This is an optimization exercise on Yosys and OpenROAD, whose aim is small area, a short achievable clock period and few clock cycles, not a production implementation. The RTL was checked by simulation tests, not by an equivalence proof against the original design. Power figures rest on the tool's default switching activity, not on a simulated workload.

## matrix_mac_top
module matrix_mac_top
#(
  parameter int MATRIX_DIM = 4,
  parameter int ELEM_W     = 16
)
(
  input  logic                                    dca_port_11,
  input  logic                                    dca_port_17,
  input  logic                                    i_start,
  input  logic                                    i_clear,
  input  logic [1:0]                              i_opcode,
  input  logic                                    i_init_acc,
  input  logic [MATRIX_DIM-1:0]                   i_row_mask,
  input  logic [MATRIX_DIM-1:0]                   i_col_mask,
  input  logic [mac_pkg::STEP_W-1:0]              i_steps,
  input  logic [MATRIX_DIM*MATRIX_DIM*ELEM_W-1:0] i_lhs,
  input  logic [MATRIX_DIM*MATRIX_DIM*ELEM_W-1:0] i_rhs,
  output logic                                    o_busy,
  output logic                                    o_step_req,
  output logic                                    o_done,
  output logic [MATRIX_DIM*MATRIX_DIM*ELEM_W-1:0] o_result
);
Size in the first run: ~9000 cells after synthesis, ~790 I/O pins, roughly 80000 um2 of cells after synthesis.
==> flow/config.mk <==
export PLATFORM = sky130hd
export DESIGN_NAME = matrix_mac_top
export DESIGN_NICKNAME = matrix_mac_top
export VERILOG_FILES = /design/flow/design.v
export SDC_FILE = /design/flow/constraint.sdc
export NUM_CORES = 4
export LEC_CHECK = 0
export CAP_MARGIN = 20
export CORE_MARGIN = 2
export CORE_UTILIZATION = 40
export SETUP_SLACK_MARGIN = 1.5
export SLEW_MARGIN = 20
==> flow/constraint.sdc <==
create_clock -name core_clock -period 8.0 [get_ports {dca_port_11}]
set_input_delay 1.6000 -clock core_clock [delete_from_list [all_inputs] [get_ports {dca_port_11}]]
set_output_delay 1.6000 -clock core_clock [all_outputs]
set_load 0.01 [all_outputs]
standard.sh (not shown) runs the stock make flow with config.mk's settings and CLKGATE_MAP_FILE= SYNTH_SCRIPT=/design/flow/synth_recipe.tcl, a recipe that flattens the netlist after the stock synthesis.
==> flow/flow/run.sh <==
#!/bin/bash
# Layout: the standard flow (standard.sh, unchanged synthesis), except that
# the port buffers are buf_2 cells instead of the clkdlybuf4s50_1 delay cells
# that buffer_ports picks by default. Every port still gets its buffer.
set -euo pipefail
export BUFFER_PORTS_ARGS="-buffer_cell sky130_fd_sc_hd__buf_2"
bash standard.sh > standard_flow.log 2>&1
The baseline completed without violations.
Testbench counts at the start, summed over its fixed seeds: cycles 7,501.
Edit:
==> flow/run.sh (new file) <==
#!/bin/bash
# synth_recipe.tcl (not shown) runs the flow's synth.tcl, then flattens the netlist and writes it again
# the make line also repeats each setting of config.mk as NAME=value (left out here)
make -C /OpenROAD-flow-scripts/flow DESIGN_CONFIG=/design/flow/config.mk WORK_HOME=/design/flow/orfs CLKGATE_MAP_FILE= SYNTH_SCRIPT=/design/flow/synth_recipe.tcl finish
removed: flow/flow/run.sh
removed: flow/standard.sh
Outcome: The changed run passed the timing, design-rule and antenna checks. Power climbs by about 7%. Global-route usage climbs by 1.0 points. Non-clock buffer count climbs by 227. Die area is unchanged. Core utilization climbs by 3.4 points. Setup slack gets worse by 0.12 ns. Via count climbs by about 0.9%. Clock-buffer cell count drops by 3.
Edit:
==> flow/flow/run.sh (new file) <==
#!/bin/bash
# Layout: the standard flow (standard.sh, unchanged synthesis), except that
# the port buffers are buf_2 cells instead of the clkdlybuf4s50_1 delay cells
# that buffer_ports picks by default. Every port still gets its buffer.
set -euo pipefail
export BUFFER_PORTS_ARGS="-buffer_cell sky130_fd_sc_hd__buf_2"
bash standard.sh > standard_flow.log 2>&1
==> flow/standard.sh (new file) <==
#!/bin/bash
# synth_recipe.tcl (not shown) runs the flow's synth.tcl, then flattens the netlist and writes it again
# the make line also repeats each setting of config.mk as NAME=value (left out here)
make -C /OpenROAD-flow-scripts/flow DESIGN_CONFIG=/design/flow/config.mk WORK_HOME=/design/flow/orfs CLKGATE_MAP_FILE= SYNTH_SCRIPT=/design/flow/synth_recipe.tcl "${@:-finish}"
--- a/flow/config.mk
+++ b/flow/config.mk
@@ -6,4 +6,5 @@
 export NUM_CORES = 4
 export LEC_CHECK = 0
+export ABC_AREA = 1
 export CAP_MARGIN = 20
 export CORE_MARGIN = 2
removed: flow/run.sh
- maximum frequency grows by 1.4%
- worst setup slack improves by 0.090 ns
- final cell count went up by 17%
- worst hold slack loses 0.073 ns
- routed wire length goes up by 8.9%
- power fell by 5.6%
- final area drops by 1.9%
Edit:
--- a/flow/config.mk
+++ b/flow/config.mk
@@ -6,8 +6,7 @@
 export NUM_CORES = 4
 export LEC_CHECK = 0
-export ABC_AREA = 1
 export CAP_MARGIN = 20
 export CORE_MARGIN = 2
 export CORE_UTILIZATION = 40
-export SETUP_SLACK_MARGIN = 1.5
+export SETUP_SLACK_MARGIN = 2.5
 export SLEW_MARGIN = 20
The new run went through all stages and came out clean.
Fmax goes up by 2.9%.
Routed wire length fell by 8.0%.
Non-clock buffer count came out higher by 218.
Sequential share of layout area drops by 0.29 points.
Via count falls by 11%.

* * *

== try-amber ==
matrix_mac_top, a different RTL version from the one above (not shown whole).
Size in the first run: about 790 I/O pins, about 77000 sq um of cells after synthesis.
Settings: LEC_CHECK=0, CAP_MARGIN=20, CORE_MARGIN=2, CORE_UTILIZATION=40, SETUP_SLACK_MARGIN=2.5, SLEW_MARGIN=20; clock period 8.0 ns.
==> flow/flow/run.sh <==
#!/bin/bash
# Layout flow: the standard flow (standard.sh) with two changes.
#  1. The port buffers are buf_2 cells instead of the clkdlybuf4s50_1 delay
#     cells that buffer_ports picks by default; every port still gets one.
#  2. After the standard synthesis (run unchanged), fa_polarity.py re-chooses
#     the polarity of each full-adder cell (a full adder is self-dual) so that
#     fewer inverters sit between them. Registers and all other cells are kept.
#     simeq.py compares the netlists by random simulation of every register
#     input and output; if they differ, the standard netlist is used as is.
set -euo pipefail
export BUFFER_PORTS_ARGS="-buffer_cell sky130_fd_sc_hd__buf_2"
R=orfs/results/${FLOW_PLATFORM}/matrix_mac_top/base
LIB=${FLOW_HOME}/platforms/${FLOW_PLATFORM}/lib/sky130_fd_sc_hd__tt_025C_1v80.lib

bash standard.sh synth > standard_synth.log 2>&1
cp "$R/1_2_yosys.v" "$R/1_2_yosys_standard.v"
if python3 flow/fa_polarity.py "$R/1_2_yosys_standard.v" polarity.v > fa_polarity.log 2>&1 &&
   python3 flow/simeq.py "$LIB" "$R/1_2_yosys_standard.v" polarity.v > simeq.log 2>&1; then
  cp polarity.v "$R/1_2_yosys.v"
  rm -f "$R/1_synth.odb" "$R/1_synth.sdc"
else
  echo "polarity step not used" >> fa_polarity.log
fi
bash standard.sh > standard_flow.log 2>&1
Other scripts of this flow, unchanged in this note and not shown: flow/flow/fa_polarity.py, flow/flow/simeq.py
Testbench counts of try-amber, summed over its fixed seeds: cycles 7,501.
Modified inputs, try-lagoon compared to try-amber
- GPL_TIMING_DRIVEN: unset -> 0
- SETUP_SLACK_MARGIN: 2.5 -> 1.5
==> run notes <==
Total power of try-lagoon is higher than that of try-amber. The lower combinational power of try-amber and try-lagoon is in try-amber. try-lagoon ended up with a higher global routing usage on met2 than try-amber did. When try-lagoon is set beside try-amber, its final area turns out to be 5.8% smaller. Taking try-amber as the reference, in try-lagoon non-clock buffer count lost 15, sequential cell area in the final layout level. Comparing try-amber and try-lagoon, the lower post-route clock period utilization is on try-amber. Between try-amber and try-lagoon, global-route usage is lower for try-amber, try-lagoon comes in above that. Measured against try-lagoon, the number of inserted filler cells in the final layout of try-amber comes out at 0.950 times the reference value. Of try-lagoon and try-amber, it is try-lagoon that has the lower area growth from synthesis to final layout.
diff inputs: try-lagoon => try-sierra
- removing GPL_TIMING_DRIVEN (formerly 0)
- changing SETUP_SLACK_MARGIN from 1.5 to 2.0
diff --git a/flow/flow/run.sh b/flow/flow/run.sh
--- a/flow/flow/run.sh
+++ b/flow/flow/run.sh
@@ -1,5 +1,5 @@
 #!/bin/bash
 # Layout flow: the standard flow (standard.sh) with two changes.
-#  1. The port buffers are buf_2 cells instead of the clkdlybuf4s50_1 delay
+#  1. The port buffers are buf_1 cells instead of the clkdlybuf4s50_1 delay
 #     cells that buffer_ports picks by default; every port still gets one.
 #  2. After the standard synthesis (run unchanged), fa_polarity.py re-chooses
@@ -9,5 +9,5 @@
 #     input and output; if they differ, the standard netlist is used as is.
 set -euo pipefail
-export BUFFER_PORTS_ARGS="-buffer_cell sky130_fd_sc_hd__buf_2"
+export BUFFER_PORTS_ARGS="-buffer_cell sky130_fd_sc_hd__buf_1"
 R=orfs/results/${FLOW_PLATFORM}/matrix_mac_top/base
 LIB=${FLOW_HOME}/platforms/${FLOW_PLATFORM}/lib/sky130_fd_sc_hd__tt_025C_1v80.lib
Results
Lower combinational power share goes to try-sierra over try-lagoon. try-sierra: sequential portion of the cell area 0.28 points above try-lagoon. Diff try-lagoon -> try-sierra | power in combinational cells | down by more than 10%. Diff try-lagoon -> try-sierra: half-perimeter wire length after placement fell about 20%, largest vdd supply drop moved down, worst setup slack rose by 0.53 ns. Per the comparison of try-sierra with try-lagoon, average detailed-routed wire length per instance fell by about 20%, all-layer global routing usage fell by 8.7 points.
#### Input delta (try-ember over try-sierra)
diff --git a/flow/flow/run.sh b/flow/flow/run.sh
--- a/flow/flow/run.sh
+++ b/flow/flow/run.sh
@@ -1,5 +1,5 @@
 #!/bin/bash
 # Layout flow: the standard flow (standard.sh) with two changes.
-#  1. The port buffers are buf_1 cells instead of the clkdlybuf4s50_1 delay
+#  1. The port buffers are buf_2 cells instead of the clkdlybuf4s50_1 delay
 #     cells that buffer_ports picks by default; every port still gets one.
 #  2. After the standard synthesis (run unchanged), fa_polarity.py re-chooses
@@ -9,5 +9,5 @@
 #     input and output; if they differ, the standard netlist is used as is.
 set -euo pipefail
-export BUFFER_PORTS_ARGS="-buffer_cell sky130_fd_sc_hd__buf_1"
+export BUFFER_PORTS_ARGS="-buffer_cell sky130_fd_sc_hd__buf_2"
 R=orfs/results/${FLOW_PLATFORM}/matrix_mac_top/base
 LIB=${FLOW_HOME}/platforms/${FLOW_PLATFORM}/lib/sky130_fd_sc_hd__tt_025C_1v80.lib
Findings:
The global-route usage of try-ember falls short of that of try-sierra by 0.50 points. try-ember vs. try-sierra: switching power as a share of total power went down by 1.5 points. Fill cell instance count of the final layout delta (try-ember -> try-sierra): insignificant. Compared try-ember against try-sierra; combinational power within noise.

afterwards: timing with drivers on the ports:
The flow's constraints put no driver on any port. The routed layouts listed below were extracted and timed again, unchanged, in two steps. Step 1: set_driving_cell puts a clkbuf_16 on dca_port_11 and a buf_2 on each other input, an assumption about the parent block. Step 2 moves the port delays by t, midway between the first and last clock arrival at a register: inputs arrive t later, outputs are due t later. That takes back most of the time a late clock gives input paths. Three values: no drivers, after step 1, after step 2; two values: the first two.
run	shift t [ns]	slack for setup (ns)	worst setup path at the end	slew at the worst register clock pin (ns)
the first run of note 1	0.804	1.541 / 1.534 / 0.730	input to register	0.08 / 0.08
the second run of note 1	0.799	1.421 / 1.393 / 0.593	input to register	0.08 / 0.08
the third run of note 1	0.821	1.511 / 1.511 / 0.779	input to register	0.07 / 0.07
the fourth run of note 1	0.830	1.692 / 1.692 / 0.905	input to register	0.08 / 0.08
try-amber	0.819	2.280 / 2.297 / 1.523	input to register	0.07 / 0.07
try-lagoon	0.843	1.437 / 1.437 / 0.739	input to register	0.07 / 0.07
try-sierra	0.826	1.962 / 2.015 / 1.189	input to register	0.08 / 0.08
try-ember	0.811	2.032 / 2.032 / 1.221	input to register	0.07 / 0.07
After both steps every run listed still meets setup and hold. For the second run of note 1, which loses most, drivers alone change the setup slack by -0.028 ns; drivers and shift together by -0.828 ns.
